From an optimization exercise on the open Yosys and OpenROAD flow, aimed at small area, a short achievable clock period and few clock cycles; shortcuts taken in it are not production practice. In this exercise RTL edits were held to simulation tests only and were not proved equivalent to the original.

==> design/flow/config.mk <==
export PLATFORM = sky130hd
export DESIGN_NAME = mm2s_cmd_gen
export DESIGN_NICKNAME = mm2s_cmd_gen
export VERILOG_FILES = /design/flow/design.v
export SDC_FILE = /design/flow/constraint.sdc
export NUM_CORES = 4
export LEC_CHECK = 0
export CAP_MARGIN = 20
export CORE_MARGIN = 2
export CORE_UTILIZATION = 40
export SLEW_MARGIN = 20
==> design/flow/constraint.sdc <==
create_clock -name core_clock -period 11.0 [get_ports {clk}]
set_input_delay 2.2000 -clock core_clock [delete_from_list [all_inputs] [get_ports {clk}]]
set_output_delay 2.2000 -clock core_clock [all_outputs]
set_load 0.01 [all_outputs]
==> design/flow/design.v <==
package agna_mm2s_pkg;
  localparam int INSTR_VAR_BIT = 63;
  localparam int PTYPE_LSB     = 60;
  localparam int P_IH_LSB      = 47;    
  localparam int P_IW_LSB      = 38;    
  localparam int P_C_LSB       = 18;    
  localparam int P_IWIH_LSB    = 32;    
  localparam int P_EOM_BIT     = 58;
  localparam int V_EOL_BIT     = 60;
  localparam int V_STC_LSB     = 48;    
  localparam int V_STH_LSB     = 29;    
  localparam int V_STW_LSB     = 20;    
  localparam logic [2:0] PT_TILE  = 3'b000;
  localparam logic [2:0] PT_LAYER = 3'b001;
  localparam logic [2:0] PT_IWIH  = 3'b011;
  localparam logic [2:0] PT_BADDR = 3'b111;
  localparam int CMD_BTT_W     = 23;
  localparam int CMD_TYPE_BIT  = 23;
  localparam int CMD_EOF_BIT   = 30;
  localparam int CMD_SADDR_LSB = 32;
  localparam int CMD_TAG_LSB   = 72;
  localparam logic [3:0] TAG_EOM  = 4'b1111;
  localparam logic [3:0] TAG_LAST = 4'b1100;
  localparam logic [3:0] TAG_NONE = 4'b0000;
  localparam logic [1:0] MODE_ROW   = 2'b00;
  localparam logic [1:0] MODE_CHAN  = 2'b01;
  localparam logic [1:0] MODE_WHOLE = 2'b11;
  localparam logic [2:0] S_IDLE = 3'd0;
  localparam logic [2:0] S_C0   = 3'd1;
  localparam logic [2:0] S_C1   = 3'd2;
  localparam logic [2:0] S_C2   = 3'd3;
  localparam logic [2:0] S_GEN  = 3'd4;
endpackage
module mm2s_tile_geom
#(
  parameter int W  = 16,    
  parameter int TW = 10     
) (
  input  logic [15:0]   s,
  input  logic [TW-1:0] t,
  input  logic [W-1:0]  l,
  output logic          empty,
  output logic [TW-1:0] r,
  output logic          full
);
  logic [W:0] d;
  logic       s_hi, t_lt_d;
  if (W < 16) begin : g_narrow
    assign s_hi = (s[15:W] != '0);
  end else begin : g_wide
    assign s_hi = 1'b0;
  end
  assign d      = {1'b0, l} - {1'b0, s[W-1:0]};
  assign empty  = s_hi || d[W] || (d[W-1:0] == '0);
  if (W > TW) begin : g_dwide
    assign t_lt_d = (d[W-1:TW] != '0) || (t < d[TW-1:0]);
  end else begin : g_dnarrow
    assign t_lt_d = (t < d[TW-1:0]);
  end
  assign r      = t_lt_d ? t : d[TW-1:0];
  assign full   = (s == 16'd0) && !t_lt_d;
endmodule
import agna_mm2s_pkg::*;
module mm2s_cmd_gen
#(
  parameter int CORE_INSTR_WIDTH = 64,
  parameter int CORE_CMD_WIDTH   = 80
) (
  input  logic                        clk,
  input  logic                        rst_n,
  input  logic [CORE_INSTR_WIDTH-1:0] s_axis_mm2s_instr_tdata,
  input  logic                        s_axis_mm2s_instr_tvalid,
  output logic                        s_axis_mm2s_instr_tready,
  output logic [CORE_CMD_WIDTH-1:0]   m_axis_mm2s_cmd_tdata,
  output logic                        m_axis_mm2s_cmd_tvalid,
  input  logic                        m_axis_mm2s_cmd_tready
);
  localparam logic [3:0] E_IDLE = 4'd0;
  localparam logic [3:0] E_PC   = 4'd1;    
  localparam logic [3:0] E_PW   = 4'd2;    
  localparam logic [3:0] E_PH   = 4'd3;    
  localparam logic [3:0] E_BUB  = 4'd4;    
  localparam logic [3:0] E_E    = 4'd5;    
  localparam logic [3:0] E_D    = 4'd6;    
  localparam logic [3:0] E_D2   = 4'd7;    
  localparam logic [3:0] E_WT   = 4'd8;    
  localparam logic [3:0] E_F1   = 4'd9;    
  localparam logic [3:0] E_F    = 4'd10;   
  wire [63:0] instr = s_axis_mm2s_instr_tdata;
  logic [8:0]  tile_ih_q, tile_iw_q, layer_ih_q, layer_iw_q;
  logic [9:0]  tile_c_q;
  logic [15:0] layer_c_q;
  logic [17:0] layer_iwih_q;
  logic [31:0] fin_baddr_q;
  logic        eom_q;
  logic [3:0]  est_q, est_d;
  logic [1:0]  dg_q, dg_d;      
  logic [15:0] sc_q;           
  logic [8:0]  sw_q, sh_q;     
  logic [9:0]  rc_q;
  logic [8:0]  rh_q, rw_q;
  logic        eol_q, emp_q, wfull_q, hfull_q;
  logic        need_w_q, need_h_q, prev_c_q, prev_w_q, prev_h_q;
  logic [31:0] acc_q;
  logic [16:0] eb_q;           
  logic [17:0] x_q, x_d;
  logic [5:0]  y_q, y_d;
  logic        a1_acc_q, a1_acc6_q, a1_eb6_q, a2_fin_q, a2_sw_q, a2_niw_q;
  logic        a1_acc_d, a1_acc6_d, a1_eb6_d, a2_fin_d, a2_sw_d, a2_niw_d;
  logic        tready_q;
  logic        w_valid_q, w_last_q, w_tl_q;
  logic [31:0] w_addr_q;
  logic [18:0] w_delta_q;
  logic [22:0] w_btt_q;
  logic [8:0]  w_hlen_q, w_hrem_q, w_iw_q;
  logic [9:0]  w_crem_q;
  logic        instr_hs, var_hs, ho, adv, wrap;
  logic [31:0] mac, mac_a1, mac_a2, w_sum;
  logic        whole, chan;
  logic        cl_any;
  logic [15:0] cl_l;
  logic [9:0]  cl_t, cl_r;
  logic        cl_e, cl_f;
  logic [8:0]  sw_cur, sh_cur;
  logic [15:0] sc_cur;
  logic        zc_e, zw_e, zh_e, zw_f, zh_f, zc_unused;
  logic [9:0]  zc_r;
  logic [8:0]  zw_r, zh_r;
  function automatic logic [1:0] top_dig(input logic [15:0] v);
    top_dig = (v[15:12] != 4'd0) ? 2'd2 : (v[11:6] != 6'd0) ? 2'd1 : 2'd0;
  endfunction
  function automatic logic [5:0] dig(input logic [15:0] v, input logic [1:0] k);
    dig = (k == 2'd2) ? {2'b0, v[15:12]} : (k == 2'd1) ? v[11:6] : v[5:0];
  endfunction
  assign whole = wfull_q && hfull_q;
  assign chan  = wfull_q && !hfull_q;
  assign s_axis_mm2s_instr_tready = tready_q;
  assign instr_hs = s_axis_mm2s_instr_tvalid && tready_q;
  assign var_hs   = instr_hs && instr[INSTR_VAR_BIT];
  assign adv = w_valid_q && m_axis_mm2s_cmd_tready;
  assign ho  = (est_q == E_F) && !emp_q &&
               (!w_valid_q || (m_axis_mm2s_cmd_tready && w_last_q));
  assign mac_a1 = a1_acc_q  ? acc_q :
                  a1_acc6_q ? {acc_q[25:0], 6'b0} :
                  a1_eb6_q  ? 32'({eb_q, 6'b0}) : 32'd0;
  assign mac_a2 = a2_fin_q ? fin_baddr_q : a2_sw_q ? 32'(sw_q) :
                  a2_niw_q ? {14'h3fff, ~layer_iwih_q} : 32'd0;
  assign mac    = mac_a1 + mac_a2 + 32'(x_q) * 32'(y_q);
  assign cl_any = prev_c_q || prev_w_q || prev_h_q;
  always_comb begin
    if (prev_c_q)      begin cl_t = tile_c_q;       cl_l = layer_c_q;       end
    else if (prev_w_q) begin cl_t = 10'(tile_iw_q); cl_l = 16'(layer_iw_q); end
    else               begin cl_t = 10'(tile_ih_q); cl_l = 16'(layer_ih_q); end
  end
  mm2s_tile_geom u_clip (
    .s (acc_q[15:0]), .t (cl_t), .l (cl_l), .empty (cl_e), .r (cl_r), .full (cl_f));
  mm2s_tile_geom u_zclip_c (
    .s (16'd0), .t (tile_c_q), .l (layer_c_q), .empty (zc_e), .r (zc_r), .full (zc_unused));
  mm2s_tile_geom #(.W(9), .TW(9)) u_zclip_w (
    .s (16'd0), .t (tile_iw_q), .l (layer_iw_q), .empty (zw_e), .r (zw_r), .full (zw_f));
  mm2s_tile_geom #(.W(9), .TW(9)) u_zclip_h (
    .s (16'd0), .t (tile_ih_q), .l (layer_ih_q), .empty (zh_e), .r (zh_r), .full (zh_f));
  assign sc_cur    = prev_c_q ? acc_q[15:0] : sc_q;
  assign sw_cur    = prev_w_q ? acc_q[8:0] : sw_q;
  assign sh_cur    = prev_h_q ? acc_q[8:0] : sh_q;
  always_comb begin
    logic        to_e, to_f, to_pw, to_ph;
    logic [15:0] fv;
    est_d      = est_q;
    dg_d       = 2'd0;
    x_d        = x_q;
    y_d        = y_q;
    a1_acc_d   = 1'b0;
    a1_acc6_d  = 1'b0;
    a1_eb6_d   = 1'b0;
    a2_fin_d   = 1'b0;
    a2_sw_d    = 1'b0;
    a2_niw_d   = 1'b0;
    to_e       = 1'b0;
    to_f       = 1'b0;
    to_pw      = 1'b0;
    to_ph      = 1'b0;
    fv         = '0;
    case (est_q)
      E_IDLE: ;
      E_PC: begin
        if (dg_q != 2'd0) begin
          dg_d = dg_q - 2'd1; y_d = dig(sc_q, dg_q - 2'd1); a1_acc6_d = 1'b1;
        end else if (need_w_q) to_pw = 1'b1;
        else if (need_h_q)     to_ph = 1'b1;
        else                   est_d = E_BUB;
      end
      E_PW: begin
        if (dg_q != 2'd0) begin
          dg_d = dg_q - 2'd1; y_d = dig(16'(sw_q), dg_q - 2'd1); a1_acc6_d = 1'b1;
        end else if (need_h_q) to_ph = 1'b1;
        else                   to_e = 1'b1;
      end
      E_PH: begin
        if (dg_q != 2'd0) begin
          dg_d = dg_q - 2'd1; y_d = dig(16'(sh_q), dg_q - 2'd1); a1_acc6_d = 1'b1;
        end else to_e = 1'b1;
      end
      E_BUB: to_e = 1'b1;
      E_E: begin
        if (dg_q != 2'd0) begin
          dg_d = dg_q - 2'd1; y_d = dig(sc_q, dg_q - 2'd1); a1_acc6_d = 1'b1;
          a2_fin_d = (dg_q == 2'd1);
        end else if ((sw_cur != 9'd0) || (sh_cur != 9'd0)) begin
          est_d = E_D;
          x_d = 18'(layer_iw_q); y_d = sh_cur[5:0];
          a1_acc_d = 1'b1; a2_sw_d = 1'b1;
        end else to_f = 1'b1;
      end
      E_D: begin
        if (sh_q[8:6] != 3'd0) begin
          est_d = E_D2;
          x_d = {3'b0, layer_iw_q, 6'b0}; y_d = {3'b0, sh_q[8:6]};
          a1_acc_d = 1'b1;
        end else to_f = 1'b1;
      end
      E_D2: to_f = 1'b1;
      E_WT: to_f = 1'b1;
      E_F1: begin
        est_d = E_F;
        fv = whole ? 16'(rc_q) : chan ? 16'(rh_q) : 16'(rh_q - 9'd1);
        y_d = fv[5:0]; a1_eb6_d = 1'b1; a2_niw_d = !wfull_q;
      end
      E_F: begin
        if (ho || emp_q) est_d = E_IDLE;
        a1_eb6_d = a1_eb6_q;      
        a2_niw_d = a2_niw_q;
      end
      default: est_d = E_IDLE;
    endcase
    if (to_pw) begin
      est_d = E_PW; x_d = 18'(tile_iw_q);
      dg_d = top_dig(16'(sw_q)); y_d = dig(16'(sw_q), top_dig(16'(sw_q)));
    end
    if (to_ph) begin
      est_d = E_PH; x_d = 18'(tile_ih_q);
      dg_d = top_dig(16'(sh_q)); y_d = dig(16'(sh_q), top_dig(16'(sh_q)));
    end
    if (to_e) begin
      est_d = E_E; x_d = layer_iwih_q;
      dg_d = top_dig(sc_cur); y_d = dig(sc_cur, top_dig(sc_cur));
      a2_fin_d = (top_dig(sc_cur) == 2'd0);
    end
    if (to_f) begin
      if (cl_any) est_d = E_WT;
      else begin
        if (whole)     begin x_d = layer_iwih_q;     fv = 16'(rc_q); end
        else if (chan) begin x_d = 18'(layer_iw_q); fv = 16'(rh_q); end
        else           begin x_d = 18'(layer_iw_q); fv = 16'(rh_q - 9'd1); end
        if (fv[11:6] != 6'd0) begin
          est_d = E_F1; y_d = fv[11:6];
        end else begin
          est_d = E_F; y_d = fv[5:0]; a2_niw_d = !wfull_q;
        end
      end
    end
    if (var_hs) begin
      a1_eb6_d = 1'b0;
      a2_niw_d = 1'b0;
      if (instr[V_STC_LSB +: 10] != 10'd0) begin
        est_d = E_PC; x_d = 18'(tile_c_q);
        dg_d = top_dig(16'(instr[V_STC_LSB +: 10]));
        y_d = dig(16'(instr[V_STC_LSB +: 10]), top_dig(16'(instr[V_STC_LSB +: 10])));
      end else if (instr[V_STW_LSB +: 9] != 9'd0) begin
        est_d = E_PW; x_d = 18'(tile_iw_q);
        dg_d = top_dig(16'(instr[V_STW_LSB +: 9]));
        y_d = dig(16'(instr[V_STW_LSB +: 9]), top_dig(16'(instr[V_STW_LSB +: 9])));
      end else if (instr[V_STH_LSB +: 9] != 9'd0) begin
        est_d = E_PH; x_d = 18'(tile_ih_q);
        dg_d = top_dig(16'(instr[V_STH_LSB +: 9]));
        y_d = dig(16'(instr[V_STH_LSB +: 9]), top_dig(16'(instr[V_STH_LSB +: 9])));
      end else begin
        est_d = E_E; x_d = layer_iwih_q; y_d = '0; dg_d = 2'd0; a2_fin_d = 1'b1;
      end
    end
  end
  always_ff @(posedge clk) begin
    if (instr_hs && !instr[INSTR_VAR_BIT]) begin
      case (instr[PTYPE_LSB +: 3])
        PT_TILE: begin
          tile_ih_q <= instr[P_IH_LSB +: 9];
          tile_iw_q <= instr[P_IW_LSB +: 9];
          tile_c_q  <= instr[P_C_LSB +: 10];
        end
        PT_LAYER: begin
          layer_ih_q <= instr[P_IH_LSB +: 9];
          layer_iw_q <= instr[P_IW_LSB +: 9];
          layer_c_q  <= instr[P_C_LSB +: 16];
        end
        PT_IWIH:  layer_iwih_q <= instr[P_IWIH_LSB +: 18];
        PT_BADDR: begin
          eom_q       <= instr[P_EOM_BIT];
          fin_baddr_q <= instr[31:0];
        end
        default: ;
      endcase
    end
    if (est_q == E_PC || est_q == E_PW || est_q == E_PH || est_q == E_E ||
        est_q == E_D || est_q == E_D2) acc_q <= mac;
    if (est_q == E_F1) eb_q <= mac[16:0];
    dg_q       <= dg_d;
    x_q        <= x_d;
    y_q        <= y_d;
    a1_acc_q   <= a1_acc_d;
    a1_acc6_q  <= a1_acc6_d;
    a1_eb6_q   <= a1_eb6_d;
    a2_fin_q   <= a2_fin_d;
    a2_sw_q    <= a2_sw_d;
    a2_niw_q   <= a2_niw_d;
    prev_c_q   <= (est_q == E_PC) && (dg_q == 2'd0);
    prev_w_q   <= (est_q == E_PW) && (dg_q == 2'd0);
    prev_h_q   <= (est_q == E_PH) && (dg_q == 2'd0);
    if (prev_c_q) sc_q <= acc_q[15:0];
    if (prev_w_q) sw_q <= acc_q[8:0];
    if (prev_h_q) sh_q <= acc_q[8:0];
    if (prev_c_q) rc_q <= cl_r;
    if (prev_w_q) begin rw_q <= cl_r[8:0]; wfull_q <= cl_f; end
    if (prev_h_q) begin rh_q <= cl_r[8:0]; hfull_q <= cl_f; end
    emp_q <= emp_q || (cl_any && cl_e);
    if (var_hs) begin
      sc_q     <= {6'b0, instr[V_STC_LSB +: 10]};
      sw_q     <= instr[V_STW_LSB +: 9];
      sh_q     <= instr[V_STH_LSB +: 9];
      eol_q    <= instr[V_EOL_BIT];
      need_w_q <= (instr[V_STW_LSB +: 9] != 9'd0);
      need_h_q <= (instr[V_STH_LSB +: 9] != 9'd0);
      rc_q     <= zc_r;
      rw_q     <= zw_r;
      wfull_q  <= zw_f;
      rh_q     <= zh_r;
      hfull_q  <= zh_f;
      emp_q    <= ((instr[V_STC_LSB +: 10] == 10'd0) && zc_e) ||
                  ((instr[V_STW_LSB +: 9] == 9'd0) && zw_e) ||
                  ((instr[V_STH_LSB +: 9] == 9'd0) && zh_e);
    end
    if (!rst_n) begin
      est_q    <= E_IDLE;
      tready_q <= 1'b1;
    end else begin
      est_q    <= est_d;
      tready_q <= (est_d == E_IDLE) ||
                  ((est_d == E_F) && !emp_q && !(ho || (w_valid_q && !(adv && w_last_q))));
    end
  end
  assign wrap  = (w_hrem_q == 9'd1);
  assign w_sum = w_addr_q + (wrap ? {{13{w_delta_q[18]}}, w_delta_q} : 32'(w_iw_q));
  always_ff @(posedge clk) begin
    if (ho) begin
      w_addr_q  <= acc_q;
      w_btt_q   <= wfull_q ? mac[22:0] : 23'(rw_q);
      w_delta_q <= chan ? 19'(layer_iwih_q) : ~mac[18:0];
      w_hlen_q  <= wfull_q ? 9'd1 : rh_q;
      w_hrem_q  <= wfull_q ? 9'd1 : rh_q;
      w_crem_q  <= whole ? 10'd1 : rc_q;
      w_last_q  <= whole || ((rc_q == 10'd1) && (chan || (rh_q == 9'd1)));
      w_tl_q    <= eol_q && eom_q;
      w_iw_q    <= layer_iw_q;
    end else if (adv) begin
      w_addr_q <= w_sum;
      if (wrap) begin
        w_hrem_q  <= w_hlen_q;
        w_crem_q  <= w_crem_q - 10'd1;
        w_last_q  <= (w_crem_q == 10'd2) && (w_hlen_q == 9'd1);
      end else begin
        w_hrem_q  <= w_hrem_q - 9'd1;
        w_last_q  <= (w_crem_q == 10'd1) && (w_hrem_q == 9'd2);
      end
    end
    if (!rst_n) w_valid_q <= 1'b0;
    else if (ho) w_valid_q <= 1'b1;
    else if (adv && w_last_q) w_valid_q <= 1'b0;
  end
  assign m_axis_mm2s_cmd_tvalid = w_valid_q;
  always_comb begin
    m_axis_mm2s_cmd_tdata = '0;
    m_axis_mm2s_cmd_tdata[CMD_BTT_W-1:0]       = w_btt_q;
    m_axis_mm2s_cmd_tdata[CMD_TYPE_BIT]        = 1'b1;
    m_axis_mm2s_cmd_tdata[CMD_EOF_BIT]         = 1'b1;
    m_axis_mm2s_cmd_tdata[CMD_SADDR_LSB +: 32] = w_addr_q;
    m_axis_mm2s_cmd_tdata[CMD_TAG_LSB +: 4]    = {w_last_q, w_last_q,
                                                  w_last_q && w_tl_q, w_last_q && w_tl_q};
  end
endmodule
==> design/flow/flow/run.sh <==
#!/bin/bash
# Standard layout, with timing repair aiming at 6.4 ns below the clock period.
set -euo pipefail
bash standard.sh SETUP_SLACK_MARGIN=6.4 finish > standard_flow.log 2>&1
==> design/flow/standard.sh <==
#!/bin/bash
# synth_recipe.tcl (not shown) runs the flow's synth.tcl, then flattens the netlist and writes it again
# the make line also repeats each setting of config.mk as NAME=value (left out here)
make -C /OpenROAD-flow-scripts/flow DESIGN_CONFIG=/design/flow/config.mk WORK_HOME=/design/flow/orfs CLKGATE_MAP_FILE= SYNTH_SCRIPT=/design/flow/synth_recipe.tcl "${@:-finish}"
==> metrics.md, run 1 <==
| Metric | Value |
|---|---|
| Placer congestion estimate | `0.995` |
| Final setup TNS | `0 ps` |
| Dpl cell area | `about 0.030 mm²` |
| Worst-margin pin slew | `1140 ps` |
| Post-synth top flop | `edfxtp_1` |
| Floorplan row count | `96` |
| All-Layer GR Usage | `0.300` |
| Initial Util | `0.405` |
| Share of the synthesized area in the top cell type | `0.332` |
| Number of fill cells | `around 6.4k` |
| Mean Syn Cell Area | `between 9 and 10 µm²` |
| Cell chain of the critical path | `buf_12 > and2_1 > fa_1 > fa_1 > fa_1 > inv_1 > fa_1 > inv_1 > ha_4 > a2111oi_4 > o21ai_2 > nand2_1 > nand2_1 > a21o_1 > a2111o_1 > o211ai_1 > buf_4 > a21oi_1` |
| Final WS setup | `a little over 6000 ps` |
| Die Ht | `approximately 270 µm` |
| Core Area | `0.0687 mm²` |
| Initial antenna violation count | `5` |
| Die width | `around 270 µm` |
| Required @ worst endpoint | `11,310 ps` |
| Slowest stage delay, CP | `560 ps` |
| Class of the worst hold path | `register to register` |
| Critical-path top delay cell | `fa_1` |
| Sink Count | `around 380` |
| CP Class | `register to register` |
| Setup violations, final | `0` |
| CP max FO | `9` |
| WL per Instance | `roughly 27 µm` |
| Routed WL | `109 mm` |
| Normalized max-slew margin | `0.233` |
| Global-route wire length before repair | `approximately 160 mm` |
| Status | `timing/DRC/antenna clean` |
| Synthesis Warnings | `1` |
| Area leader, netlist | `edfxtp_1` |
| CP top delay family | `adder cells` |
| Finished Layout Cells | `just over 4k` |
| Total CTS buffers | `48` |
| Die area | `approximately 0.072 mm²` |
| DP HPWL | `approximately 81 mm` |
| DRT iter0 DRCs | `between 3k and 4k` |
| Unrepaired setup endpoints after global routing | `yes` |
| Fin nets | `3,446` |
| I/O pins | `150` |
| Drc violations | `0` |
| Post-route ant nets | `0` |
| Synthesized instance count | `a little under 3k` |
| CP dominant cell by count | `fa_1` |
| Via-to-Cell Ratio | `~6.0` |
| Clk latency of the worst-skew pair | `a little under 600 ps` |
| Critical path data arrival time | `between 5000 and 6000 ps` |
| Ant diodes | `0` |
| CTS clk-pin slew, worst paths | `60 ps` |
| Final Critical Period | `between 4000 and 5000 ps` |
| Fmax | `slightly above 0.2 GHz` |
| Buf/Inv on CP | `4` |
| Finished Cell Area | `0.0341 mm²` |
| Max Slew Vio Count | `0` |
| Synth top area cells | `edfxtp_1, fa_1, ha_1` |
| Pre-antenna DRT Iters | `8` |
| Largest net degree at the start of global routing | `between 70 and 80` |
| Sequential area share after synthesis | `0.387` |
| Via Count | `approximately 25k` |
| CP Capture Type | `register` |
| Count of buffers from port buffering | `roughly 130` |
| Layout cell share with drive strength beyond 1 | `0.158` |
| TritonCTS clock tree | `done` |
| Root Driver | `clkbuf_16` |
| Worst clock skew | `about 21 ps` |
| Synth unique cells | `89` |
| Seq cells post-synth | `384` |
| MaxCap Viol Count | `0` |
| Post-Place Cells | `a little under 4k` |
| EDFF count, synth | `308` |
| Crit share post-route | `0.445` |
| H-tree levels | `2` |
| Startpoint Class | `register` |
| Post-place setup slack | `around 4700 ps` |
| Syn Std Cell Area | `0.0278 mm²` |
| Vias in the first global route | `around 24k` |
| Final Hold Fails | `0` |
| Area delta synth->final | `22.5%` |
| Clock Path Buffers | `3` |
| Ys async rst share | `0` |
| Total gr overflow | `0` |
==> routing by layer <==
layer / part of all wire / vias to the layer above / global-route usage
li1: - / 10900 / -
met1: 0.41 / 12000 / 0.402
met4: 0.069 / 4 / 0.176
met2: 0.43 / 1293 / 0.450
met5: 0.00021 / - / 0
met3: 0.094 / 299 / 0.0636
==> cells by family (layout without fill, tap and decap cells) <==
kind of cell / count (synthesis) / after routing / share of synthesized area
AO/OA/AOI/OAI: 780 / 780 / 0.181
XOR/XNOR: 74 / 74 / 0.0233
adder cells (fa/ha/maj): 262 / 262 / 0.148
buffers and inverters: 403 / 620 / 0.0585
flip-flops: 384 / 384 / 0.387
multiplexers: 120 / 120 / 0.0436
other: 2 / 21 / 0.000270
AND/OR/NAND/NOR: 890 / 893 / 0.158
==> cell usage after synthesis, types with 24 or more instances <==
cell,n
dfxtp_1,76
o21ai_0,178
a21o_1,34
mux2i_1,109
nand2_1,286
a21oi_1,205
fa_1,111
ha_1,151
nor2_1,184
nand3_1,37
clkbuf_1,109
nand2b_1,35
a211oi_1,81
nor3_1,62
nor4_1,27
xnor2_1,43
xor2_1,31
inv_1,232
edfxtp_1,308
and2_1,120
o21a_1,26
buf_4,24
a31oi_1,24
a221oi_1,25
==> layout make-up <==
type	instances	area (µm²)	area share
Inverter	234	891	0.0261
Timing Repair Buffer	298	2810	0.0824
Clock buffer	58	1250	0.0366
Clock inverter	30	335	0.00983
Tap cell	931	1160	0.0341
Sequential cell	384	10800	0.317
Multi-Input combinational cell	2150	16800	0.494
==> path summary, 6_finish.rpt <==
path / start / end / slack (ps) / depth (start not counted)
max: y_q[3] / w_delta_q[16] / 6100 / 18
min: a1_eb6_q / a1_eb6_q / 540 / 2
max reg2reg: y_q[3] / w_delta_q[16] / 6100 / 18
min reg2reg: a1_eb6_q / a1_eb6_q / 540 / 2
==> metrics by stage <==
step / hold WS, ps / utilization
after global routing: 578 / 0.497
final: 545 / 0.497
after CTS: 546 / 0.486
after global placement: 488 / 0.439
after detailed placement: 523 / 0.439
after floorplan: 472 / -
==> worst reg2reg max path: stages, from the launching register on <==
cell	delay, ps
dfxtp_4	370
buf_12	150
and2_1	170
fa_1	560
fa_1	450
fa_1	500
inv_1	50
fa_1	470
inv_1	70
ha_4	190
a2111oi_4	360
o21ai_2	160
nand2_1	110
nand2_1	80
a21o_1	190
a2111o_1	410
o211ai_1	100
buf_4	180
a21oi_1	70
==> state kept, by name, summed over array words and instances, names as in the netlist, 17 cells and up <==
name	cells
w_btt_q	23
acc_q	32
w_addr_q	32
layer_iwih_q	18
x_q	18
w_delta_q	19
eb_q	17
fin_baddr_q	32
==> placed cells by master (no fill, tap or decap), types with 20 or more instances in the layout <==
cell,instances
ha_1,129
a211oi_1,66
clkbuf_16,48
nand2b_1,32
edfxtp_1,308
a221oi_1,22
xnor2_1,33
buf_4,133
conb_1,21
o21a_1,24
a21o_1,34
xor2_1,27
nor2_1,174
a21oi_1,187
buf_6,20
mux2i_1,108
nand2_1,276
o21ai_0,147
nor4_1,21
o21ai_1,27
inv_1,225
nand3_1,32
nor3_1,53
fa_1,103
dfxtp_1,55
a31oi_1,20
and2_1,109
clkdlybuf4s50_1,121
==> timing repair <==
item / CTS / global route
hold endpoints to repair: 0 / 0
hold buffers: 0 / 0
pin swaps: 48 / 43
setup buffers: 92 / 34
resized for setup: 219 / 106
setup endpoints to repair: 174 / 140
gates cloned: 1 / 2
Testbench counts, summed over its fixed seeds: cycles 12,595.
==> run 2, diff against run 1 <==
==> design/flow/flow/run.sh (replaced) <==
#!/bin/bash
# Standard layout, with timing repair aiming at 6 ns below the clock period.
set -euo pipefail
bash standard.sh SETUP_SLACK_MARGIN=6 finish > standard_flow.log 2>&1
==> metrics.md, run 2 <==
| Metric | Value |
|---|---|
| Startpoint Class | `register` |
| Share of the synthesized area in the top cell type | `0.332 (unchanged)` |
| Total gr overflow | `0 (unchanged)` |
| Via Count | `24.2k (-1.3%)` |
| Final setup TNS | `0 ps (unchanged)` |
| MaxCap Viol Count | `0 (unchanged)` |
| CP Capture Type | `register` |
| Placer congestion estimate | `0.994 (-0.15%)` |
| Syn Std Cell Area | `0.0278 mm² (unchanged)` |
| Ys async rst share | `0 (unchanged)` |
| Top Registers | `acc_q: 32 flops, fin_baddr_q: 32 flops, w_addr_q: 32 flops` |
| TritonCTS clock tree | `done` |
| Crit share post-route | `0.454 (+0.00847)` |
| Status | `timing/DRC/antenna clean` |
| Slowest stage delay, CP | `560 ps (about the same)` |
| Worst Setup EP | `acc_q[31]` |
| Unrepaired setup endpoints after global routing | `yes` |
| Via-to-Cell Ratio | `6.03 (+0.49%)` |
| Critical path data arrival time | `5320 ps (+110 ps)` |
| Largest net degree at the start of global routing | `99 (+29%)` |
| Setup violations, final | `0 (unchanged)` |
| Vias in the first global route | `23.2k (-2.9%)` |
| Area delta synth->final | `17.2%` |
| Normalized max-slew margin | `0.269 (+0.0362)` |
| Most frequent cells in the layout | `edfxtp_1, nand2_1, inv_1, a21oi_1, nor2_1` |
| Finished Layout Cells | `4,011 (-1.8%)` |
| Global-route wire length before repair | `153 mm (-3.1%)` |
| Area leader, netlist | `edfxtp_1` |
| CP dominant cell by count | `fa_1` |
| Setup crit start | `y_q[3]` |
| Worst clock skew | `32.6 ps (+11.8 ps)` |
| Critical-path top delay cell | `fa_1` |
| Reg-to-reg critical path startpoint | `y_q[3]` |
| Pre-antenna DRT Iters | `9 (+1)` |
| Root Driver | `clkbuf_16` |
| CP Class | `register to register` |
| Synthesis Warnings | `1 (unchanged)` |
| Clk latency of the worst-skew pair | `610 ps (+20 ps)` |
| Final Critical Period | `4990 ps (+93.2 ps)` |
| Final Hold Fails | `0 (unchanged)` |
| I/O pins | `150 (unchanged)` |
| EDFF count, synth | `308 (unchanged)` |
| Post-synth top flop | `edfxtp_1` |
| Die area | `0.0717 mm² (unchanged)` |
| Fmax | `0.200 GHz (-1.9%)` |
| Class of the worst hold path | `register to register` |
| Routed WL | `107 mm (-2.3%)` |
| Minimum hold slack | `521 ps (-23.5 ps)` |
| Layout cell share with drive strength beyond 1 | `0.105 (-0.0526)` |
| Stages on worst setup path | `18 (unchanged)` |
| Synth top area cells | `edfxtp_1, fa_1, ha_1` |
| Seq cells post-synth | `384 (unchanged)` |
| Die Ht | `268 µm (unchanged)` |
| CP top delay family | `adder cells` |
| Sequential area share after synthesis | `0.387 (unchanged)` |
| Fin nets | `3,376 (-2.0%)` |
| Mean Syn Cell Area | `9.55 µm² (unchanged)` |
| Post-route ant nets | `0 (unchanged)` |
| Drc violations | `0 (unchanged)` |
| Initial antenna violation count | `8 (+3)` |
| Die width | `268 µm (unchanged)` |
| Worst R2R Setup Slack | `6010 ps (-90 ps)` |
| Total CTS buffers | `45 (-6.3%)` |
| Worst-margin pin slew | `1080 ps (-53.7 ps)` |
| Required @ worst endpoint | `11,330 ps (+20 ps)` |
| Commonest non-fill, non-tap cell in the layout | `edfxtp_1` |
| Reg2reg end | `acc_q[31]` |
| Most numerous cell in the Yosys netlist | `edfxtp_1` |
| DP HPWL | `79.8 mm (-0.84%)` |
| Floorplan row count | `96 (unchanged)` |
| Worst reg2reg path depth | `18 (unchanged)` |
| Core Area | `0.0687 mm² (unchanged)` |
| Count of buffers from port buffering | `127 (unchanged)` |
| Max Slew Vio Count | `0 (unchanged)` |
| Clock Path Buffers | `3 (unchanged)` |
| Cell chain of the critical path | `buf_12 > buf_4 > and2_1 > fa_1 > fa_1 > fa_1 > inv_1 > fa_1 > inv_1 > ha_1 > nand2_1 > nor3_1 > a22oi_1 > o21ai_2 > o21ba_2 > a311o_1 > o31ai_2 > xnor2_1` |
| Synth unique cells | `89 (unchanged)` |
| Buf/Inv on CP | `4 (unchanged)` |
| Initial Util | `0.405 (unchanged)` |
| Post-Place Cells | `3,861 (-0.18%)` |
| Sink Count | `384 (unchanged)` |
| Post-synth top cells | `edfxtp_1, nand2_1, inv_1` |
| All-Layer GR Usage | `0.291 (-0.00967)` |
| H-tree levels | `2 (unchanged)` |
| Number of fill cells | `6,457 (+0.48%)` |
| WL per Instance | `26.6 µm (-0.51%)` |
| DRT iter0 DRCs | `3,038 (-4.7%)` |
| CTS clk-pin slew, worst paths | `70 ps (about the same)` |
| CP max FO | `6 (-3)` |
| Synthesized instance count | `2,915 (unchanged)` |
==> run 2: cell count changes in the layout (fill, tap and decap cells not counted), moves of 7 or more <==
cell / delta
nor3_1: +7
a211oi_1: +9
ha_1: +8
buf_4: -49
nand2_1: +7
ha_4: -8
a21oi_2: -8
nor3_2: -7
and2_4: -9
and2_1: +9
buf_6: -8
a21oi_1: +11
==> run 2: per-stage QoR <==
| step | instance area [µm²] | util | setup slack [ps] |
|---|---|---|---|
| 2_1_floorplan | 27900 | - | 6010 |
| 3_3_place_gp | 30000 | 0.436 | 4740 |
| 3_5_place_dp | 30000 | 0.436 | 4660 |
| 4_1_cts | 31800 | 0.463 | 6000 |
| 5_1_grt | 32600 | 0.475 | 5890 |
| 6_report | 32600 | 0.475 | 6010 |
==> run 2: final cells by class <==
type	count	area (µm²)	area share
flip-flops and latches	384	10800	0.332
well taps	931	1160	0.0357
diodes	2	5.00	0.000153
repair buffers	231	2190	0.0671
inverters	234	885	0.0271
multi-input cells	2150	16100	0.494
clock inverters	22	214	0.00656
clock buffers	57	1220	0.0375
==> run 2: kinds of logic (layout without fill, tap and decap cells) <==
kind of cell / Yosys count / after routing / synth area share
AOI/OAI and AO/OA: 780 / 780 / 0.181
DFF: 384 / 384 / 0.387
buffers and inverters: 403 / 544 / 0.0585
adders and majority gates: 262 / 262 / 0.148
muxes: 120 / 120 / 0.0436
and+or+nand+nor: 890 / 893 / 0.158
xor gates and xnor gates: 74 / 74 / 0.0233
other: 2 / 23 / 0.000270
==> run 2: tightest hold or removal path, stage by stage, from the launching register on <==
cell	delay [ps]
dfxtp_1	350
a21oi_1	70
nor2_1	70
==> run 2: worst min path at each step <==
stage	depth (start not counted)	from	slack [ps]	endpoint
2_1_floorplan	2	a1_eb6_q	470	a1_eb6_q
3_3_place_gp	2	a1_eb6_q	500	a1_eb6_q
3_5_place_dp	2	a1_eb6_q	510	a1_eb6_q
4_1_cts	2	a1_eb6_q	520	a1_eb6_q
5_1_grt	2	a1_eb6_q	580	a1_eb6_q
6_report	2	a1_eb6_q	520	a1_eb6_q
==> run 2: what timing repair did <==
item / in CTS / in global routing
hold buffers: 0 / 0
resized for setup: 85 / 101
endpoints found under the setup margin: 91 / 68
pin swaps: 6 / 32
cloned: 1 / 2
buffers inserted: 21 / 45
==> run 2: per-layer routing <==
| metal | GRT usage | up-vias | part of all wire |
|---|---|---|---|
| li1 | - | 10800 | - |
| met1 | 0.393 | 11900 | 0.41 |
| met2 | 0.455 | 1244 | 0.44 |
| met3 | 0.0481 | 279 | 0.092 |
| met4 | 0.138 | 4 | 0.056 |
| met5 | 0 | - | 0.00025 |
==> run 3, diff against run 2 <==
--- a/design/flow/design.v
+++ b/design/flow/design.v
@@ -102,7 +102,6 @@
   logic        eol_q, emp_q, wfull_q, hfull_q;
   logic        need_w_q, need_h_q, prev_c_q, prev_w_q, prev_h_q;
   logic [31:0] acc_q;
-  logic [16:0] eb_q;           
   logic [17:0] x_q, x_d;
   logic [5:0]  y_q, y_d;
   logic        a1_acc_q, a1_acc6_q, a1_eb6_q, a2_fin_q, a2_sw_q, a2_niw_q;
@@ -142,7 +141,7 @@
                (!w_valid_q || (m_axis_mm2s_cmd_tready && w_last_q));
   assign mac_a1 = a1_acc_q  ? acc_q :
                   a1_acc6_q ? {acc_q[25:0], 6'b0} :
-                  a1_eb6_q  ? 32'({eb_q, 6'b0}) : 32'd0;
+                  a1_eb6_q  ? 32'({sh_q[0], sc_q, 6'b0}) : 32'd0;
   assign mac_a2 = a2_fin_q ? fin_baddr_q : a2_sw_q ? 32'(sw_q) :
                   a2_niw_q ? {14'h3fff, ~layer_iwih_q} : 32'd0;
   assign mac    = mac_a1 + mac_a2 + 32'(x_q) * 32'(y_q);
@@ -302,7 +301,6 @@
     end
     if (est_q == E_PC || est_q == E_PW || est_q == E_PH || est_q == E_E ||
         est_q == E_D || est_q == E_D2) acc_q <= mac;
-    if (est_q == E_F1) eb_q <= mac[16:0];
     dg_q       <= dg_d;
     x_q        <= x_d;
     y_q        <= y_d;
@@ -316,8 +314,10 @@
     prev_w_q   <= (est_q == E_PW) && (dg_q == 2'd0);
     prev_h_q   <= (est_q == E_PH) && (dg_q == 2'd0);
     if (prev_c_q) sc_q <= acc_q[15:0];
+    if (est_q == E_F1) sc_q <= mac[15:0];
     if (prev_w_q) sw_q <= acc_q[8:0];
     if (prev_h_q) sh_q <= acc_q[8:0];
+    if (est_q == E_F1) sh_q[0] <= mac[16];
     if (prev_c_q) rc_q <= cl_r;
     if (prev_w_q) begin rw_q <= cl_r[8:0]; wfull_q <= cl_f; end
     if (prev_h_q) begin rh_q <= cl_r[8:0]; hfull_q <= cl_f; end
==> metrics.md, run 3 <==
| Metric | Value |
|---|---|
| Status | `timing/DRC/antenna clean` |
| Floorplan row count | `94 (-2.1%)` |
| Clock Path Buffers | `3 (unchanged)` |
| Die width | `263 µm (-1.9%)` |
| MaxCap Viol Count | `0 (unchanged)` |
| CP max FO | `8 (+2)` |
| Final Hold Fails | `0 (unchanged)` |
| Top Registers | `acc_q: 32 flops, fin_baddr_q: 32 flops, w_addr_q: 32 flops` |
| Post-synth top cells | `edfxtp_1, nand2_1, a21oi_1` |
| EDFF count, synth | `300 (-2.6%)` |
| Global-route wire length before repair | `152 mm (-0.85%)` |
| Area leader, netlist | `edfxtp_1` |
| Unrepaired setup endpoints after global routing | `yes` |
| Via-to-Cell Ratio | `6.00 (-0.59%)` |
| Fmax | `0.196 GHz (-2.1%)` |
| WL per Instance | `27.0 µm (+1.3%)` |
| Share of the synthesized area in the top cell type | `0.336 (+0.00397)` |
| Critical-path top delay cell | `edfxtp_1` |
| Mean Syn Cell Area | `9.51 µm² (-0.43%)` |
| All-Layer GR Usage | `0.296 (+0.00540)` |
| H-tree levels | `2 (unchanged)` |
| Worst clock skew | `46.8 ps (+14.2 ps)` |
| Crit share post-route | `0.463 (+0.00967)` |
| Synthesis Warnings | `1 (unchanged)` |
| Cell chain of the critical path | `a221oi_1 > a21oi_1 > fa_1 > inv_1 > fa_1 > fa_1 > inv_1 > ha_1 > o21a_1 > and3_1 > a21oi_4 > buf_4 > nor3_4 > o21ai_4 > a21oi_2 > mux2i_1 > o211ai_1` |
| Largest net degree at the start of global routing | `79 (-20%)` |
| Class of the worst hold path | `register to register` |
| Fin nets | `3,288 (-2.6%)` |
| CTS clk-pin slew, worst paths | `60 ps (about the same)` |
| Setup violations, final | `0 (unchanged)` |
| Sink Count | `367 (-4.4%)` |
| CP Class | `register to register` |
| Critical path data arrival time | `5430 ps (+110 ps)` |
| Startpoint Class | `register` |
| Total gr overflow | `0 (unchanged)` |
| CP dominant cell by count | `fa_1` |
| Clk latency of the worst-skew pair | `620 ps (about the same)` |
| Most frequent cells in the layout | `edfxtp_1, nand2_1, inv_1, nor2_1, a21oi_1` |
| Initial antenna violation count | `8 (unchanged)` |
| DRT iter0 DRCs | `2,975 (-2.1%)` |
| Required @ worst endpoint | `11,330 ps (about the same)` |
| Sequential area share after synthesis | `0.386 (-0.000626)` |
| Synthesized instance count | `2,818 (-3.3%)` |
| Die Ht | `263 µm (-1.9%)` |
| Die area | `0.0691 mm² (-3.7%)` |
| I/O pins | `150 (unchanged)` |
| Routed WL | `104 mm (-2.5%)` |
| Placer congestion estimate | `1.01 (+1.5%)` |
| CP top delay family | `adder cells` |
| Final Critical Period | `5100 ps (+106 ps)` |
| Drc violations | `0 (unchanged)` |
| Root Driver | `clkbuf_16` |
| Total CTS buffers | `46 (+2.2%)` |
| Ys async rst share | `0 (unchanged)` |
| Synth unique cells | `84 (-5.6%)` |
| Layout cell share with drive strength beyond 1 | `0.116 (+0.0112)` |
| Final WS setup | `5900 ps (-106 ps)` |
| Post-route ant nets | `0 (unchanged)` |
| Number of fill cells | `6,214 (-3.8%)` |
| Most numerous cell in the Yosys netlist | `edfxtp_1` |
| TritonCTS clock tree | `done` |
| Post-synth top flop | `edfxtp_1` |
| Max Slew Vio Count | `0 (unchanged)` |
| DP HPWL | `77.8 mm (-2.5%)` |
| Initial Util | `0.405 (about the same)` |
| Final Util | `0.481 (+0.00585)` |
| Worst-margin pin slew | `1060 ps (-22.3 ps)` |
| CP Capture Type | `register` |
| Area delta synth->final | `18.6%` |
| Post-place setup slack | `4990 ps (+327 ps)` |
| Via Count | `23.2k (-4.3%)` |
| Buf/Inv on CP | `3 (-1)` |
| Seq cells post-synth | `367 (-4.4%)` |
| Count of buffers from port buffering | `127 (unchanged)` |
| Synth top area cells | `edfxtp_1, fa_1, ha_1` |
| Pre-antenna DRT Iters | `7 (-2)` |
| Core Area | `0.0661 mm² (-3.8%)` |
| Vias in the first global route | `22.4k (-3.5%)` |
| Syn Std Cell Area | `0.0268 mm² (-3.7%)` |
| Commonest non-fill, non-tap cell in the layout | `edfxtp_1` |
| Normalized max-slew margin | `0.286 (+0.0170)` |
| Slowest stage delay, CP | `730 ps (+170 ps)` |
| Final setup TNS | `0 ps (unchanged)` |
[run 3: path summary, 6_finish.rpt]
check,start,end,slack [ps],depth (start not counted)
min reg2reg,a1_eb6_q,a1_eb6_q,530,2
max,acc_q[3],acc_q[30],5900,17
max reg2reg,acc_q[3],acc_q[30],5900,17
min,a1_eb6_q,a1_eb6_q,530,2
[run 3: kinds of logic (layout without fill, tap and decap cells)]
family,count (synthesis),after routing,synth area share
buf+inv,379,537,0.0600
other cells,2,23,0.000280
xor+xnor,80,80,0.0261
mux,119,119,0.0457
flops,367,367,0.386
fa+ha+maj,262,262,0.153
compound gates,731,731,0.169
simple gates,878,879,0.159
[run 3: timing repair]
item	CTS	global route
gates resized for setup	127	74
pin swaps	25	17
hold buffers	0	0
gates cloned	4	0
setup endpoints to repair	122	86
buffers inserted	32	27
[run 3: layout make-up]
type | instances | area, µm² | area share
antenna | 2 | 5.00 | 0.000157
clock buffer | 57 | 1210 | 0.0382
clock inverter | 29 | 355 | 0.0112
inverter | 227 | 858 | 0.0270
multi-input combinational | 2092 | 15700 | 0.495
sequential | 367 | 10400 | 0.327
tap | 864 | 1080 | 0.0340
timing repair buffer | 224 | 2160 | 0.0679
[run 3: worst reg2reg max path, cell delays in order, from the launching register on]
cell	delay, ps
edfxtp_1	730
a221oi_1	180
a21oi_1	520
fa_1	530
inv_1	90
fa_1	400
fa_1	490
inv_1	50
ha_1	390
o21a_1	180
and3_1	210
a21oi_4	90
buf_4	170
nor3_4	190
o21ai_4	100
a21oi_2	190
mux2i_1	210
o211ai_1	110
[run 3: per-layer routing]
metal	up-vias	part of all wire	global-route usage
li1	10300	-	-
met1	11300	0.43	0.420
met2	1270	0.42	0.439
met3	256	0.10	0.0648
met4	4	0.046	0.119
met5	-	0.00019	0
[run 3: per-stage QoR]
step           hold slack [ps]  instances  cell area, µm²
4_1_cts                    540       3833           31200
3_3_place_gp               526       3711           28800
6_report                   528       3862           31800
3_5_place_dp               526       3711           28800
5_1_grt                    571       3860           31800
2_1_floorplan              462       2837           26900
Testbench counts of run 3, summed over its fixed seeds: cycles 12,595.
==> run 4, diff against run 3 <==
--- a/design/flow/config.mk
+++ b/design/flow/config.mk
@@ -7,5 +7,5 @@
 export LEC_CHECK = 0
 export CAP_MARGIN = 20
 export CORE_MARGIN = 2
-export CORE_UTILIZATION = 40
+export CORE_UTILIZATION = 60
 export SLEW_MARGIN = 20
==> metrics.md, run 4 <==
| Metric | Value |
|---|---|
| Worst reg2reg path depth | `21 (+4)` |
| EDFF count, synth | `300 (unchanged)` |
| Finished Cell Area | `0.0313 mm² (-1.5%)` |
| TritonCTS clock tree | `done` |
| Required @ worst endpoint | `11,320 ps (about the same)` |
| Mean Syn Cell Area | `9.51 µm² (unchanged)` |
| Normalized max-slew margin | `0.189 (-0.0971)` |
| Die area | `0.0464 mm² (-33%)` |
| Sequential cell area | `0.0104 mm² (+0.14%)` |
| Dpl cell area | `0.0285 mm² (-1.2%)` |
| Startpoint Class | `register` |
| Core Area | `0.0441 mm² (-33%)` |
| Hold Path Origin | `a1_eb6_q` |
| Commonest non-fill, non-tap cell in the layout | `edfxtp_1` |
| Critical-path top delay cell | `fa_1` |
| Critical path data arrival time | `5580 ps (+150 ps)` |
| Syn Std Cell Area | `0.0268 mm² (unchanged)` |
| Worst-margin pin slew | `1210 ps (+149 ps)` |
| Die Ht | `215 µm (-18%)` |
| Seq cells post-synth | `367 (unchanged)` |
| Synthesis Warnings | `1 (unchanged)` |
| Post-Place Cells | `3,439 (-7.3%)` |
| Pre-antenna DRT Iters | `6 (-1)` |
| Final Hold Fails | `0 (unchanged)` |
| Worst R2R Setup Slack | `5740 ps (-160 ps)` |
| Area delta synth->final | `16.8%` |
| Vias in the first global route | `23.1k (+3.2%)` |
| Root Driver | `clkbuf_16` |
| Count of buffers from port buffering | `127 (unchanged)` |
| Initial Util | `0.607 (+0.202)` |
| Sink Count | `367 (unchanged)` |
| Finished Layout Cells | `3,589 (-7.1%)` |
| Cell chain of the critical path | `buf_4 > nand2_1 > fa_1 > fa_1 > inv_1 > ha_1 > inv_1 > fa_1 > inv_1 > ha_1 > a211oi_2 > o21ai_2 > a41oi_2 > buf_4 > buf_4 > o21ai_2 > a21o_1 > a21oi_2 > o21bai_1 > xor2_2 > and2_1` |
| Reg-to-reg critical path startpoint | `y_q[0]` |
| MaxCap Viol Count | `0 (unchanged)` |
| Class of the worst hold path | `register to register` |
| CP max FO | `7 (-1)` |
| All-Layer GR Usage | `0.431 (+0.135)` |
| Number of fill cells | `3,313 (-47%)` |
| Total CTS buffers | `41 (-11%)` |
| Routed WL | `103 mm (-0.96%)` |
| Global-route wire length before repair | `147 mm (-3.3%)` |
| Reg2reg end | `w_btt_q[21]` |
| CP Class | `register to register` |
| Synthesized instance count | `2,818 (unchanged)` |
| CTS clk-pin slew, worst paths | `60 ps (about the same)` |
| Area leader, netlist | `edfxtp_1` |
| Worst clock skew | `33.6 ps (-13.2 ps)` |
| Initial antenna violation count | `11 (+3)` |
| Clock Path Buffers | `3 (unchanged)` |
| Hold depth | `2 (unchanged)` |
| Area of the multi-input gates | `0.0157 mm² (about the same)` |
| Fin nets | `3,294 (+0.18%)` |
| H-tree levels | `2 (unchanged)` |
| Most frequent cells in the layout | `edfxtp_1, nand2_1, inv_1, nor2_1, a21oi_1` |
| Via-to-Cell Ratio | `6.80 (+13%)` |
| Post-synth top cells | `edfxtp_1, nand2_1, a21oi_1` |
| Unrepaired setup endpoints after global routing | `yes` |
| Hold Path Sink | `a1_eb6_q` |
| Max Slew Vio Count | `0 (unchanged)` |
| Drc violations | `0 (unchanged)` |
| Largest net degree at the start of global routing | `91 (+15%)` |
| Total gr overflow | `0 (unchanged)` |
| Post-route ant nets | `0 (unchanged)` |
| Synth unique cells | `84 (unchanged)` |
| Fmax | `0.190 GHz (-3.1%)` |
| DP HPWL | `73.5 mm (-5.5%)` |
| Final setup TNS | `0 ps (unchanged)` |
| Share of the synthesized area in the top cell type | `0.336 (unchanged)` |
| Ys async rst share | `0 (unchanged)` |
| DRT iter0 DRCs | `3,832 (+29%)` |
| I/O pins | `150 (unchanged)` |
| Clk latency of the worst-skew pair | `600 ps (-20 ps)` |
| Top Registers | `acc_q: 32 flops, fin_baddr_q: 32 flops, w_addr_q: 32 flops` |
| Slowest stage delay, CP | `500 ps (-230 ps)` |
| Post-synth top flop | `edfxtp_1` |
| Minimum hold slack | `544 ps (+16.2 ps)` |
| Most numerous cell in the Yosys netlist | `edfxtp_1` |
| Synth top area cells | `edfxtp_1, fa_1, ha_1` |
| Setup violations, final | `0 (unchanged)` |
| Die width | `215 µm (-18%)` |
| CP Capture Type | `register` |
| Layout cell share with drive strength beyond 1 | `0.121 (+0.00405)` |
| WL per Instance | `28.7 µm (+6.6%)` |
| Via Count | `24.4k (+5.4%)` |
| Sequential area share after synthesis | `0.386 (unchanged)` |
| Placer congestion estimate | `1.00 (-0.78%)` |
| Final Critical Period | `5260 ps (+161 ps)` |
| Floorplan row count | `77 (-18%)` |
| Crit share post-route | `0.478 (+0.0146)` |
| Status | `timing/DRC/antenna clean` |
## run 4: cell counts after synthesis
Identical to the previous run, type by type.
## run 4: worst max-delay path, delay by kind of cell, from the launching register on
| kind | cells | cell delay, ps |
|---|---|---|
| xor+xnor | 1 | 190 |
| flops | 1 | 430 |
| compound gates | 7 | 1340 |
| fa+ha+maj | 5 | 2010 |
| buf+inv | 6 | 720 |
| simple gates | 2 | 290 |
## run 4: kinds of logic after synthesis
family,Yosys count,share of synthesized area
DFF,367,0.386
muxes,119,0.0457
xor gates and xnor gates,80,0.0261
adders and majority gates,262,0.153
buffers and inverters,379,0.0600
AOI/OAI and AO/OA,731,0.169
and+or+nand+nor,878,0.159
other,2,0.000280
## run 4: how the worst max path moves through the flow
stage                     slack (ps)  startpoint          end  cells after the start
final                           5740      y_q[0]  w_btt_q[21]                     21
after global routing            5610      y_q[0]  w_btt_q[21]                     20
after CTS                       5840      y_q[3]    acc_q[30]                     21
after detailed placement        5090    a2_fin_q    acc_q[31]                     18
after global placement          5160    a2_fin_q    acc_q[31]                     18
after floorplan                 6000      y_q[2]    acc_q[31]                     19
## run 4: timing repair
| item | 4_1_cts | 5_1_grt |
|---|---|---|
| pin swaps | 37 | 43 |
| hold buffers | 0 | 0 |
| setup buffers | 38 | 31 |
| gates cloned | 2 | 3 |
| endpoints found under the setup margin | 113 | 99 |
| gates resized for setup | 125 | 104 |
## run 4: final cells by class
class | instances | area share
Timing Repair Buffer | 235 | 0.0725
Clock buffer | 55 | 0.0374
Clock inverter | 19 | 0.00448
Antenna cell | 2 | 0.000160
Inverter | 227 | 0.0274
Tap cell | 592 | 0.0237
Multi-Input combinational cell | 2092 | 0.502
Sequential cell | 367 | 0.332
## run 4: layer usage
layer,up-vias,track usage,routed length (µm)
li1,10300,-,-
met1,11700,0.587,38400
met2,1900,0.628,43200
met3,452,0.122,14700
met4,12,0.224,6710
met5,-,0,78
## run 4: through the flow
stage	setup WS (ps)	utilization
floorplan	6000	-
global placement	5160	0.645
detailed placement	5090	0.645
CTS	5840	0.692
global route	5610	0.710
finish	5740	0.710
==> run 5, diff against run 4 <==
--- a/design/flow/config.mk
+++ b/design/flow/config.mk
@@ -5,7 +5,11 @@
 export SDC_FILE = /design/flow/constraint.sdc
 export NUM_CORES = 4
 export LEC_CHECK = 0
+export ABC_AREA = 1
 export CAP_MARGIN = 20
 export CORE_MARGIN = 2
-export CORE_UTILIZATION = 60
+export CORE_UTILIZATION = 40
+export CTS_BUF_LIST = sky130_fd_sc_hd__clkbuf_8
+export CTS_CLUSTER_DIAMETER = 50
+export CTS_CLUSTER_SIZE = 12
 export SLEW_MARGIN = 20
==> metrics.md, run 5 <==
| Metric | Value |
|---|---|
| Number of fill cells | `6,841 (+110%)` |
| Most frequent cells in the layout | `nand2_1, inv_1, edfxtp_1, o21ai_0, nor2_1` |
| I/O pins | `150 (unchanged)` |
| H-tree levels | `2 (unchanged)` |
| DRT iter0 DRCs | `3,199 (-17%)` |
| # hold bufs at CTS | `0 (unchanged)` |
| Most numerous cell in the Yosys netlist | `nand2_1` |
| Area delta synth->final | `15.2%` |
| Pre-antenna DRT Iters | `8 (+2)` |
| Worst-margin pin slew | `1190 ps (-23.8 ps)` |
| Total CTS buffers | `54 (+32%)` |
| Fin nets | `3,910 (+19%)` |
| Largest net degree at the start of global routing | `63 (-31%)` |
| Seq cells post-synth | `367 (unchanged)` |
| Final setup TNS | `0 ps (unchanged)` |
| Via-to-Cell Ratio | `5.62 (-17%)` |
| CP max FO | `5 (-2)` |
| Critical path data arrival time | `5300 ps (-280 ps)` |
| Placer congestion estimate | `1.02 (+2.2%)` |
| Finished Cell Area | `0.0318 mm² (+1.6%)` |
| Die area | `0.0711 mm² (+53%)` |
| Final Util | `0.464 (-0.245)` |
| Synth unique cells | `62 (-26%)` |
| Fmax | `0.203 GHz (+6.8%)` |
| Post-synth top cells | `nand2_1, inv_1, edfxtp_1` |
| Ys async rst share | `0 (unchanged)` |
| Commonest non-fill, non-tap cell in the layout | `nand2_1` |
| Floorplan row count | `96 (+25%)` |
| Synth top area cells | `edfxtp_1, nand2_1, fa_1` |
| CP Capture Type | `register` |
| Dpl cell area | `0.0297 mm² (+4.2%)` |
| Root Driver | `clkbuf_8` |
| Total gr overflow | `0 (unchanged)` |
| Count of buffers from port buffering | `127 (unchanged)` |
| EDFF count, synth | `300 (unchanged)` |
| Unrepaired setup endpoints after global routing | `no` |
| Finished Layout Cells | `4,509 (+26%)` |
| Met2 GRT Util | `0.433 (-0.195)` |
| Mean Syn Cell Area | `8.00 µm² (-16%)` |
| Initial antenna violation count | `10 (-1)` |
| Minimum hold slack | `490 ps (-54.2 ps)` |
| CTS clk-pin slew, worst paths | `80 ps (+20 ps)` |
| Worst clock skew | `52.9 ps (+19.3 ps)` |
| CP dominant cell by count | `fa_1` |
| TritonCTS clock tree | `done` |
| Required @ worst endpoint | `11,380 ps (+60 ps)` |
| Top Registers | `acc_q: 32 flops, fin_baddr_q: 32 flops, w_addr_q: 32 flops` |
| Slowest stage delay, CP | `650 ps (+150 ps)` |
| Setup violations, final | `0 (unchanged)` |
| CP Class | `register to register` |
| All-Layer GR Usage | `0.295 (-0.136)` |
| Most Crowded Layer GR | `met2` |
| Syn Std Cell Area | `0.0276 mm² (+3.0%)` |
| MaxCap Viol Count | `0 (unchanged)` |
| Post-synth top flop | `edfxtp_1` |
| Share of the synthesized area in the top cell type | `0.326 (-0.00981)` |
| Critical-path top delay cell | `edfxtp_1` |
| Startpoint Class | `register` |
| Die Ht | `267 µm (+24%)` |
| Final Critical Period | `4920 ps (-336 ps)` |
| Synthesized instance count | `3,452 (+22%)` |
| Cell chain of the critical path | `clkinvlp_4 > o221ai_4 > fa_1 > fa_1 > inv_1 > fa_1 > inv_1 > ha_1 > a21oi_2 > a21boi_2 > o21ai_1 > a21oi_2 > xnor2_1 > o21ai_0` |
| Global-route wire length before repair | `154 mm (+4.3%)` |
| Final Hold Fails | `0 (unchanged)` |
| Crit share post-route | `0.447 (-0.0305)` |
| Sink Count | `367 (unchanged)` |
| Class of the worst hold path | `register to register` |
| Clock Path Buffers | `3 (unchanged)` |
| GR Layer Usage met1 | `0.431 (-0.156)` |
| Core Area | `0.0685 mm² (+55%)` |
| Routed WL | `107 mm (+3.4%)` |
| Post-Place Cells | `4,376 (+27%)` |
| Area leader, netlist | `edfxtp_1` |
| Layout cell share with drive strength beyond 1 | `0.0850 (-0.0355)` |
| Die width | `267 µm (+24%)` |
| Drc violations | `0 (unchanged)` |
| Max Slew Vio Count | `0 (unchanged)` |
| Worst R2R Setup Slack | `6080 ps (+340 ps)` |
| Sequential area share after synthesis | `0.375 (-0.0113)` |
| Normalized max-slew margin | `0.205 (+0.0159)` |
| Routing usage on met3 | `0.0466 (-0.0751)` |
| Post-route ant nets | `0 (unchanged)` |
| Via Count | `25.3k (+3.8%)` |
| WL per Instance | `23.6 µm (-18%)` |
| Vias in the first global route | `23.6k (+1.8%)` |
| Initial Util | `0.403 (-0.204)` |
| DP HPWL | `83.2 mm (+13%)` |
| Status | `timing/DRC/antenna clean` |
| Clk latency of the worst-skew pair | `710 ps (+110 ps)` |
| Synthesis Warnings | `1 (unchanged)` |
run 5: cell families (layout without fill, tap and decap cells):
group,Yosys count,after routing,synth area share
other,2,25,0.000272
DFF,367,367,0.375
xor gates and xnor gates,62,62,0.0197
adders and majority gates,262,262,0.149
AOI/OAI and AO/OA,737,737,0.153
buffers and inverters,733,885,0.105
and+or+nand+nor,1289,1289,0.198
run 5: per-layer routing:
layer	vias to the layer above	wire (µm)
li1	11700	-
met1	12100	45900
met2	1290	44800
met3	219	11100
met4	6	4670
met5	-	38
run 5: final timing paths:
kind	start	depth (start not counted)	to
hold / removal	a1_eb6_q	2	a1_eb6_q
setup / recovery	acc_q[0]	14	w_delta_q[11]
hold reg to reg	a1_eb6_q	2	a1_eb6_q
setup reg to reg	acc_q[0]	14	w_delta_q[11]
run 5: through the flow:
stage / setup WS (ps)
CTS: 6000
global placement: 4730
finish: 6080
global route: 5970
floorplan: 6060
detailed placement: 4680
run 5: what timing repair did:
item                       in CTS  in global routing
setup endpoints to repair     111                 82
hold endpoints to repair        0                  0
gates cloned                    1                  3
resized for setup              55                 84
buffers inserted                7                 18
pin swaps                       4                 16
run 5: area by class of cell:
class / instances / area [µm²] / share of cell area
antenna: 4 / 10.0 / 0.000315
tap: 882 / 1100 / 0.0347
multi-input combinational: 2371 / 14900 / 0.469
sequential: 367 / 10400 / 0.326
timing repair buffer: 189 / 1880 / 0.0591
inverter: 596 / 2290 / 0.0720
clock buffer: 55 / 757 / 0.0238
clock inverter: 44 / 463 / 0.0146
timing repair inverter: 1 / 7.51 / 0.000236
run 5: critical path, delay by kind of cell (launching register included):
kind,cells,cell delay (ps)
buffers and inverters,3,390
AO/OA/AOI/OAI,6,1100
adder cells (fa/ha/maj),4,1840
flip-flops,1,650
XOR/XNOR,1,610
==> run 6, diff against run 5 <==
--- a/design/flow/config.mk
+++ b/design/flow/config.mk
@@ -5,7 +5,6 @@
 export SDC_FILE = /design/flow/constraint.sdc
 export NUM_CORES = 4
 export LEC_CHECK = 0
-export ABC_AREA = 1
 export CAP_MARGIN = 20
 export CORE_MARGIN = 2
 export CORE_UTILIZATION = 40
==> metrics.md, run 6 <==
| Metric | Value |
|---|---|
| Required @ worst endpoint | `11,450 ps (+70 ps)` |
| Class of the worst hold path | `register to register` |
| Root Driver | `clkbuf_8` |
| CP Capture Type | `register` |
| Status | `timing/DRC/antenna clean` |
| Total gr overflow | `0 (unchanged)` |
| Core Area | `0.0661 mm² (-3.5%)` |
| Crit share post-route | `0.464 (+0.0165)` |
| Max Slew Vio Count | `0 (unchanged)` |
| DRT iter0 DRCs | `2,822 (-12%)` |
| Post-Place Cells | `3,711 (-15%)` |
| CP Class | `register to register` |
| Top Registers | `acc_q: 32 flops, fin_baddr_q: 32 flops, w_addr_q: 32 flops` |
| Synth unique cells | `84 (+35%)` |
| Commonest non-fill, non-tap cell in the layout | `edfxtp_1` |
| Fmax | `0.196 GHz (-3.6%)` |
| Total CTS buffers | `53 (-1.9%)` |
| Setup violations, final | `0 (unchanged)` |
| Worst reg2reg path depth | `19 (+5)` |
| Unrepaired setup endpoints after global routing | `yes` |
| Final Critical Period | `5100 ps (+181 ps)` |
| CP max FO | `8 (+3)` |
| # hold bufs at CTS | `0 (unchanged)` |
| Placer congestion estimate | `1.01 (-1.4%)` |
| Sink Count | `367 (unchanged)` |
| All-Layer GR Usage | `0.297 (+0.00190)` |
| Die Ht | `263 µm (-1.4%)` |
| MaxCap Viol Count | `0 (unchanged)` |
| Synthesis Warnings | `1 (unchanged)` |
| DP HPWL | `77.8 mm (-6.5%)` |
| Startpoint Class | `register` |
| Normalized max-slew margin | `0.310 (+0.105)` |
| Minimum hold slack | `538 ps (+47.3 ps)` |
| Most numerous cell in the Yosys netlist | `edfxtp_1` |
| Ys async rst share | `0 (unchanged)` |
| Clock Path Buffers | `3 (unchanged)` |
| EDFF count, synth | `300 (unchanged)` |
| TritonCTS clock tree | `done` |
| Final Hold Fails | `0 (unchanged)` |
| Global-route wire length before repair | `152 mm (-0.78%)` |
| Largest net degree at the start of global routing | `79 (+25%)` |
| Die area | `0.0691 mm² (-2.9%)` |
| Finished Cell Area | `0.0315 mm² (-0.85%)` |
| Via-to-Cell Ratio | `5.93 (+5.5%)` |
| Post-synth top flop | `edfxtp_1` |
| WL per Instance | `27.0 µm (+14%)` |
| Syn Std Cell Area | `0.0268 mm² (-2.9%)` |
-- run 6: cell count changes after synthesis, moves of 33 or more --
| cell | before | now |
|---|---|---|
| mux2i_1 | 0 | 104 |
| o21ai_1 | 47 | 1 |
| nand2_1 | 771 | 277 |
| and3_1 | 0 | 33 |
| and2_1 | 4 | 124 |
| nand3_1 | 172 | 37 |
| o21ai_0 | 285 | 206 |
| inv_1 | 575 | 224 |
-- run 6: cells by family after synthesis --
kind of cell               after synthesis  share of synthesized area
DFF                                    367                      0.386
muxes                                  119                     0.0457
buffers and inverters                  379                     0.0600
xor gates and xnor gates                80                     0.0261
AOI/OAI and AO/OA                      731                      0.169
and+or+nand+nor                        878                      0.159
other                                    2                   0.000280
adders and majority gates              262                      0.153
-- run 6: final cells by class --
type | count | area (µm²) | share of cell area
timing repair buffer | 238 | 2280 | 0.0725
clock buffer | 54 | 743 | 0.0236
inverter | 227 | 862 | 0.0273
antenna | 5 | 12.5 | 0.000397
tap | 864 | 1080 | 0.0343
clock inverter | 46 | 384 | 0.0122
multi-input combinational | 2092 | 15800 | 0.500
sequential | 367 | 10400 | 0.330
-- run 6: stage by stage --
step,worst slack [ps]
6_report,5900
4_1_cts,5850
3_3_place_gp,5050
2_1_floorplan,6000
3_5_place_dp,4990
5_1_grt,5780
-- run 6: path summary, 6_finish.rpt --
kind | start | to | slack [ps]
hold reg to reg | a1_eb6_q | a1_eb6_q | 540
hold / removal | a1_eb6_q | a1_eb6_q | 540
setup / recovery | y_q[3] | acc_q[31] | 5900
setup reg to reg | y_q[3] | acc_q[31] | 5900
-- run 6: routing by layer --
layer | up-vias | wire, µm | global-route usage
li1 | 10400 | - | -
met1 | 11300 | 45300 | 0.415
met2 | 1162 | 44900 | 0.442
met3 | 240 | 10200 | 0.0714
met4 | 2 | 4550 | 0.118
met5 | - | 12 | 0
-- run 6: repair_timing --
| action | in CTS | in global routing |
|---|---|---|
| cloned | 3 | 3 |
| pin swaps | 23 | 26 |
| endpoints found under the hold margin | 0 | 0 |
| buffers inserted | 33 | 38 |
| gates resized for setup | 119 | 108 |
| endpoints found under the setup margin | 121 | 90 |
-- run 6: worst max-delay path, stage by stage (launching register included) --
cell and delay (ps):
dfxtp_4 410, clkbuf_16 180, and2_1 160, fa_1 560, fa_1 440, fa_1 510, inv_1 60, fa_1 490
inv_1 80, ha_4 300, o21ai_0 110, a21oi_2 180, a41oi_2 150, buf_6 160, nor3_4 200, o31a_1 240
nor4_4 60, o41ai_2 270, a21oi_1 140, xnor2_1 140

## port drivers added, routing unchanged
The flow's constraints put no driver on any port. The routed layouts listed below were extracted and timed again, unchanged, in two steps. Step 1: set_driving_cell puts a clkbuf_16 on clk and a buf_2 on each other input, an assumption about the parent block. Step 2 moves the port delays by t, midway between the first and last clock arrival at a register: inputs arrive t later, outputs are due t later. That takes back most of the time a late clock gives input paths. Slacks: ideal ports / drivers / drivers and shift; pairs: ideal ports / drivers.
| run | shift t [ns] | setup slack, ns | worst setup path at the end |
|---|---|---|---|
| run 1 | 0.642 | 6.103 / 6.103 / 5.890 | input to register |
| run 2 | 0.661 | 6.010 / 6.010 / 5.580 | input to register |
| run 3 | 0.661 | 5.903 / 5.903 / 5.547 | input to register |
| run 4 | 0.640 | 5.743 / 5.743 / 5.544 | input to register |
| run 5 | 0.749 | 6.079 / 6.079 / 5.485 | input to register |
| run 6 | 0.757 | 5.897 / 5.897 / 5.448 | input to register |
After both steps setup and hold are still met in every run listed. For run 5, which loses most, drivers alone change the setup slack by 0.000 ns; drivers and shift together by -0.594 ns.
